This is an optimization exercise on Yosys and OpenROAD, whose aim is small area, not a production implementation.
Function was checked by simulation only, so behaviour that the tests miss may differ from the original.
Power figures rest on the tool's default switching activity, not on a simulated workload. No driver is modelled on the clock port, so clocking that relies on it looks cheaper here than on a real chip.

== the baseline ==
// mem_block
module mem_block #(
  parameter logic [ID_W-1:0] NODE_ID = 4'd0,
  parameter int              DEPTH   = 256,
  parameter int              PKT_W   = 33
) (
  input  logic             clk,
  input  logic             rst_n,
  input  logic             in_valid,
  output logic             in_ready,
  input  logic [PKT_W-1:0] in_pkt,
  output logic             out_valid,
  input  logic             out_ready,
  output logic [PKT_W-1:0] out_pkt,
  output logic             bad_dest
);
For scale: ~4400 flip-flops, about 73 I/O pins.
make LEC_CHECK=0 CAP_MARGIN=30 CORE_MARGIN=2 CORE_UTILIZATION=40 SLEW_MARGIN=30 finish   # period 8.0 ns
run.sh (not shown) runs the stock make flow with config.mk's settings and CLKGATE_MAP_FILE= SYNTH_SCRIPT=/design/flow/synth_recipe.tcl, a recipe that flattens the netlist after the stock synthesis.
The baseline reached the final stage; the timing, DRC and antenna checks on its layout passed.
Here is what was changed in the inputs of the candidate compared with the baseline.
Settings: PLACE_DENSITY now 0.65, previously not set; CTS_BUF_LIST now sky130_fd_sc_hd__clkbuf_4 sky130_fd_sc_hd__clkbuf_8, previously not set; CORE_UTILIZATION now 55, was 40; CTS_CLUSTER_SIZE now 25, previously not set.
==> comparison <==
Taking the baseline as the reference point, the power share of the clock group of the candidate falls by 1.8 points.
Between the baseline and the candidate, worst-case setup margin in the final layout decreased.
In the candidate the wire length of the first global-routing pass turned out 3.8% lower than in the baseline.
Lower sequential fraction of design power was reported by the baseline, not the candidate.

## nickel
mem_block, a different RTL version from the one above (not shown whole).
Size: roughly 7400 cells after synthesis, about 4400 flip-flops, ~73 I/O pins, about 150000 um^2 of cells after synthesis.
Settings: LEC_CHECK=0, CAP_MARGIN=30, CORE_MARGIN=2, CORE_UTILIZATION=60, CTS_BUF_LIST=sky130_fd_sc_hd__clkbuf_16, CTS_CLUSTER_DIAMETER=80, CTS_CLUSTER_SIZE=30, PLACE_DENSITY=0.8, SLEW_MARGIN=30, SYNTH_HIERARCHICAL=1, SYNTH_MINIMUM_KEEP_SIZE=0; clock period 8.0 ns.
standard.sh (not shown) runs the stock make flow with config.mk's settings and CLKGATE_MAP_FILE= SYNTH_SCRIPT=/design/flow/synth_recipe.tcl, a recipe that flattens the netlist after the stock synthesis.
==> flow/flow/run.sh <==
#!/bin/bash
# The standard layout, except that clock tree synthesis adds no dummy
# loads (the other clock tree settings repeat config.mk's). Each tool's full
# output stays in the ORFS log folder under orfs/logs; this run's own output
# goes to standard.log.
set -euo pipefail
export CTS_ARGS="-sink_clustering_enable -repair_clock_nets -dont_use_dummy_load -sink_clustering_size 30 -sink_clustering_max_diameter 80 -buf_list sky130_fd_sc_hd__clkbuf_16"
bash standard.sh > standard.log 2>&1
The flow did not stop early for nickel: all stages ran, and the layout cleared the timing, DRC and antenna checks.
Relative to nickel, the following input files were edited for ember:
Settings: changing PLACE_DENSITY from 0.8 to 0.68; changing CTS_CLUSTER_SIZE from 30 to 25.
==> flow/run.sh (new file) <==
#!/bin/bash
# synth_recipe.tcl (not shown) runs the flow's synth.tcl, then flattens the netlist and writes it again
# the make line also repeats each setting of config.mk as NAME=value (left out here)
make -C /OpenROAD-flow-scripts/flow DESIGN_CONFIG=/design/flow/config.mk WORK_HOME=/design/flow/orfs CLKGATE_MAP_FILE= SYNTH_SCRIPT=/design/flow/synth_recipe.tcl finish
removed: flow/flow/run.sh
removed: flow/standard.sh
Findings:
nickel → ember: final design instance area without fill went up 1.2%; worst setup timing slack at the placement stage fell by 0.017 ns; met1 layer usage reported by global route went up 2.1 points; detailed-routed wire length on met3 went down 17%; routed wire length moved up.
For the total power, ember came in 4.2% higher than nickel did.
What harbor does differently from ember at the input level:
Settings: PLACE_DENSITY now 0.8, was 0.68.
==> flow/flow/run.sh (new file) <==
#!/bin/bash
# The standard layout, except that clock tree synthesis adds no dummy
# loads (the other clock tree settings repeat config.mk's) and the port
# buffers are the smallest buffer cell. Each tool's full output stays in the
# ORFS log folder under orfs/logs; this run's own output goes to standard.log.
set -euo pipefail
export CTS_ARGS="-sink_clustering_enable -repair_clock_nets -dont_use_dummy_load -sink_clustering_size 25 -sink_clustering_max_diameter 80 -buf_list sky130_fd_sc_hd__clkbuf_16"
export BUFFER_PORTS_ARGS="-buffer_cell sky130_fd_sc_hd__buf_1"
bash standard.sh > standard.log 2>&1
==> flow/standard.sh (new file) <==
#!/bin/bash
# synth_recipe.tcl (not shown) runs the flow's synth.tcl, then flattens the netlist and writes it again
# the make line also repeats each setting of config.mk as NAME=value (left out here)
make -C /OpenROAD-flow-scripts/flow DESIGN_CONFIG=/design/flow/config.mk WORK_HOME=/design/flow/orfs CLKGATE_MAP_FILE= SYNTH_SCRIPT=/design/flow/synth_recipe.tcl "${@:-finish}"
removed: flow/run.sh
--- outcome ---
- Status harbor: flow complete, layout not clean - antenna violations
- The shortest clock period the worst path allows after layout in harbor sits 0.14 ns below the value recorded for ember.
- Between harbor and ember, the worst hold-check slack does not differ in any meaningful way.
- Going from ember to harbor, combined global-route utilization of all metal layers dropped 0.57 points, routability congestion estimate from global placement climbed 3.1%, number of non-clock buffers in the layout climbed 4.0%, fraction of layout cells with a size suffix above 1 barely changed.
Input-level comparison between juniper and harbor:
Settings: CTS_CLUSTER_SIZE: 25 -> 30.
==> flow/flow/run.sh <==
#!/bin/bash
# The standard layout, except that clock tree synthesis adds no dummy
# loads (the other clock tree settings repeat config.mk's), the port buffers
# are the smallest buffer cell, and antenna repair after detailed routing may
# take more rounds. Each tool's full output stays in the ORFS log folder under
# orfs/logs; this run's own output goes to standard.log.
set -euo pipefail
export CTS_ARGS="-sink_clustering_enable -repair_clock_nets -dont_use_dummy_load -sink_clustering_size 30 -sink_clustering_max_diameter 80 -buf_list sky130_fd_sc_hd__clkbuf_16"
export BUFFER_PORTS_ARGS="-buffer_cell sky130_fd_sc_hd__buf_1"
export MAX_REPAIR_ANTENNAS_ITER_DRT=12
bash standard.sh > standard.log 2>&1
Results
juniper reached the final stage; the timing, DRC and antenna checks on its layout passed.
In the tables for juniper and harbor, register-to-register slack reads lower with harbor.
| clock period minus worst slack | higher: harbor |
Relative area of non-clock buffer cells in the final design: harbor vs juniper, no meaningful difference
Modified inputs, xenon compared to juniper
==> flow/flow/run.sh <==
#!/bin/bash
# The standard layout, except that clock tree synthesis adds no dummy
# loads (the other clock tree settings repeat config.mk's) and the port
# buffers are the smallest buffer cell. Each tool's full output stays in the
# ORFS log folder under orfs/logs; this run's own output goes to standard.log.
set -euo pipefail
export CTS_ARGS="-sink_clustering_enable -repair_clock_nets -dont_use_dummy_load -sink_clustering_size 30 -sink_clustering_max_diameter 80 -buf_list sky130_fd_sc_hd__clkbuf_16"
export BUFFER_PORTS_ARGS="-buffer_cell sky130_fd_sc_hd__buf_1"
bash standard.sh > standard.log 2>&1
==> run notes <==
- The final layout from xenon, which completed every stage, passed the timing, DRC and antenna checks at the end of the flow.
- Sequential share of layout area: xenon vs juniper identical
- Non-clock buffer count essentially unchanged between xenon and juniper.
- xenon -> juniper: post-layout instance area delta 0, exact match
- Re area after synthesis: no difference whatsoever between juniper and xenon.
The inputs of pepper differ from those of xenon as listed below.
Settings: swapping 30 for 25 in CTS_CLUSTER_SIZE; swapping 0.8 for 0.68 in PLACE_DENSITY.
==> flow/flow/run.sh <==
#!/bin/bash
# The standard layout, except that clock tree synthesis adds no dummy
# loads (the other clock tree settings repeat config.mk's). Each tool's full
# output stays in the ORFS log folder under orfs/logs; this run's own output
# goes to standard.log.
set -euo pipefail
export CTS_ARGS="-sink_clustering_enable -repair_clock_nets -dont_use_dummy_load -sink_clustering_size 25 -sink_clustering_max_diameter 80 -buf_list sky130_fd_sc_hd__clkbuf_16"
bash standard.sh > standard.log 2>&1
==> run notes <==
- pepper closes out successfully: all stages finished, all timing, DRC and antenna checks passed.
- Comparing xenon with pepper, the path depth of the worst reg2reg path came out essentially unchanged.
- Measured against xenon, the met1 layer wirelength in the final routing of pepper comes out at 1.10 times the reference value.
- On peak supply drop: between pepper and xenon, it ends up lower for pepper.
- pepper vs xenon — flip-flop and latch share of the layout cell area dropped 0.52 points.

static timing again, ports no longer ideal:
The results above use ideal ports. As a check the final layouts listed here were re-extracted and re-timed, cells and wires unchanged. Step 1 sets driving cells, clkbuf_16 on the clock port and buf_2 on the other inputs (assumed; they add their load-dependent delay and slew). Step 2 times the ports against the registers' clock, not the clock port: input delays grow and output delays shrink by t, the midpoint of the rising clock arrivals with the driver on. Three values: no drivers, after step 1, after step 2; two values: the first two.
run | shift t [ns] | setup slack, ns | worst hold slack (ns) | worst setup path after step 2 | pins driven straight from the clock port
the baseline | 1.127 | 1.529 / 1.624 / 0.498 | 0.459 / 0.453 / 0.459 | input to register | 1
the candidate | 1.396 | 1.494 / 1.575 / 0.179 | 0.195 / 0.127 / 0.462 | input to register | 1
nickel | 0.944 | 1.183 / 1.246 / 0.302 | 0.466 / 0.466 / 0.466 | input to register | 1
ember | 0.976 | 1.394 / 1.451 / 0.474 | 0.464 / 0.464 / 0.464 | input to register | 1
harbor | 0.971 | 1.532 / 1.583 / 0.613 | 0.463 / 0.463 / 0.463 | input to register | 1
juniper | 0.963 | 1.657 / 1.728 / 0.766 | 0.468 / 0.468 / 0.468 | input to register | 1
xenon | 0.963 | 1.657 / 1.728 / 0.766 | 0.468 / 0.468 / 0.468 | input to register | 1
pepper | 0.935 | 1.392 / 1.464 / 0.528 | 0.463 / 0.463 / 0.463 | input to register | 1
The setup slack of the candidate, which loses most, moves by +0.081 ns with the drivers and by -1.315 ns with both steps.
